Background: an optimization exercise with open tools, aiming at small area, a short achievable clock period and few clock cycles. Do not read the settings as production practice.
Function was checked by simulation only, so behaviour that the tests miss may differ from the original.
Power and IR drop assume default switching activity.

== wip/raven ==
// rv_core
module rv_core (
    input  logic                  c_clk,
    input  logic                  c_rst_n,
    input  logic                  ins_req_i,
    input  rv_core_pkg::instr_t   ins_i,
    output logic                  ins_ack_o,
    output logic                  wb_valid_o,
    output rv_core_pkg::reg_idx_t wb_rd_o,
    output rv_core_pkg::xlen_t    wb_data_o
);
make LEC_CHECK=0 CAP_MARGIN=20 CELL_PAD_IN_SITES_DETAIL_PLACEMENT=0 CELL_PAD_IN_SITES_GLOBAL_PLACEMENT=1 CORE_MARGIN=2 CORE_UTILIZATION=55 CTS_CLUSTER_DIAMETER=60 CTS_CLUSTER_SIZE=30 SETUP_SLACK_MARGIN=3.2 SLEW_MARGIN=20 TNS_END_PERCENT=15 finish   # period 6.0 ns
run.sh (not shown) runs the stock make flow with config.mk's settings and CLKGATE_MAP_FILE= SYNTH_SCRIPT=/design/flow/synth_recipe.tcl, a recipe that flattens the netlist after the stock synthesis.
Testbench counts of wip/raven, summed over its fixed seeds: cycles 48,024.
## Diff of input files: wip/fjord against wip/raven
Settings: TNS_END_PERCENT no longer set, was 15.
--- outcome ---
Changes observed in wip/fjord relative to wip/raven: via count moved up, detail-routed via count per cell moved up, minimum setup slack among reg-to-reg paths moved down. Reported for wip/fjord and wip/raven, adder-cell share of the synthesized area turned out identical to the last digit. Looking at fraction of layout instances using a drive strength above 1, wip/fjord sits 2.3 points above wip/raven. Final wirelength delta (wip/fjord − wip/raven): unfavourable. The global-route usage of wip/fjord is higher than that of wip/raven. Sort wip/fjord and wip/raven by post-cts sizing count asc -> top: wip/raven. Overall power of the completed layout in wip/fjord is about 2% above wip/raven.

========
Another version of the RTL of rv_core (not shown whole).
Size: about 7400 cells after synthesis, ~2600 flip-flops, about 110000 um2 of cells after synthesis.
Settings: LEC_CHECK=0, CAP_MARGIN=20, CELL_PAD_IN_SITES_DETAIL_PLACEMENT=0, CELL_PAD_IN_SITES_GLOBAL_PLACEMENT=1, CORE_MARGIN=2, CORE_UTILIZATION=65, CTS_CLUSTER_DIAMETER=60, CTS_CLUSTER_SIZE=30, SETUP_SLACK_MARGIN=3.2, SLEW_MARGIN=20, TNS_END_PERCENT=15; clock period 6.0 ns.
standard.sh (not shown) runs the stock make flow with config.mk's settings and CLKGATE_MAP_FILE= SYNTH_SCRIPT=/design/flow/synth_recipe.tcl, a recipe that flattens the netlist after the stock synthesis.
==> flow/flow/run.sh <==
#!/bin/bash
# The standard layout, with the port buffers that placement inserts on every input and
# output made sky130_fd_sc_hd__buf_4 cells (the platform's MIN_BUF_CELL) instead of the
# delay cell buffer_ports picks by itself. Everything else is standard.sh unchanged.
set -euo pipefail
export BUFFER_PORTS_ARGS="-buffer_cell sky130_fd_sc_hd__buf_4"
bash standard.sh > standard_sh.log 2>&1
Testbench counts at the start, summed over its fixed seeds: cycles 48,024.
Change:
==> flow/run.sh (new file) <==
#!/bin/bash
# synth_recipe.tcl (not shown) runs the flow's synth.tcl, then flattens the netlist and writes it again
# the make line also repeats each setting of config.mk as NAME=value (left out here)
make -C /OpenROAD-flow-scripts/flow DESIGN_CONFIG=/design/flow/config.mk WORK_HOME=/design/flow/orfs CLKGATE_MAP_FILE= SYNTH_SCRIPT=/design/flow/synth_recipe.tcl finish
removed: flow/flow/run.sh
removed: flow/standard.sh
After rerunning: The new run finished clean. Total power falls by 0.60%. Non-clock buffer count drops by 88. Combinational power falls by 5.8%. Global-route usage went down by 1.1 points.

========
Another version of the RTL of rv_core (not shown whole).
Size: about 2600 flip-flops, about 110 I/O pins, ~100000 µm² of cells after synthesis.
Design rv_core, start of the top module:
module rv_core (
    input  logic                  c_clk,
    input  logic                  c_rst_n,
    input  logic                  ins_req_i,
    input  rv_core_pkg::instr_t   ins_i,
    output logic                  ins_ack_o,
    output logic                  wb_valid_o,
    output rv_core_pkg::reg_idx_t wb_rd_o,
    output rv_core_pkg::xlen_t    wb_data_o
);
clock: 6.0 ns
lec_check: 0
cap_margin: 20
cell_pad_in_sites_detail_placement: 0
cell_pad_in_sites_global_placement: 1
core_margin: 2
core_utilization: 55
cts_cluster_diameter: 60
cts_cluster_size: 30
setup_slack_margin: 3.2
slew_margin: 20
tns_end_percent: 15
run.sh (not shown) runs the stock make flow with config.mk's settings and CLKGATE_MAP_FILE= SYNTH_SCRIPT=/design/flow/synth_recipe.tcl, a recipe that flattens the netlist after the stock synthesis.
Stock flow here: none of the scripts above is used.
The baseline completed without violations.
Testbench counts at the start, summed over its fixed seeds: cycles 48,024.
Edit:
Settings changed: TNS_END_PERCENT 15 to 5.
Outcome: Non-clock buffer count fell by 147; count of clock-buffer cells in the layout fell by 5; maximum frequency fell by about 4%; core utilization fell by 1.1 points; register-to-register slack gets worse by 0.13 ns; area after synthesis is unchanged; synthesized cell count stays the same.

static timing again, ports no longer ideal:
Ports are ideal in the flow. The routed layouts listed here were re-timed in OpenROAD. Step 1: set_driving_cell puts a clkbuf_16 on c_clk and a buf_2 on each other input, an assumption about the parent block. Step 2 also shifts input and output timing later by t, the mid clock arrival at the registers, as if the neighbouring blocks saw the same clock. Slacks: ideal ports / drivers / drivers and shift; pairs: ideal ports / drivers.
| run | t, ns | setup WS [ns] | hold slack, ns |
|---|---|---|---|
| wip/raven | 0.931 | 2.504 / 2.504 / 2.445 | 0.285 / 0.221 / 0.323 |
| wip/fjord | 0.944 | 2.399 / 2.399 / 2.399 | 0.329 / 0.329 / 0.329 |
| the first run of note 2 | 0.927 | 2.932 / 2.865 / 2.573 | 0.358 / 0.324 / 0.358 |
| the second run of note 2 | 0.940 | 2.861 / 2.766 / 2.101 | 0.345 / 0.345 / 0.345 |
| the first run of note 3 | 0.939 | 2.854 / 2.841 / 2.463 | 0.338 / 0.322 / 0.338 |
| the second run of note 3 | 0.945 | 2.725 / 2.725 / 2.205 | 0.352 / 0.298 / 0.367 |
After both steps setup and hold are still met in every run listed. For the second run of note 2, which loses most, drivers alone change the setup slack by -0.095 ns; drivers and shift together by -0.760 ns.
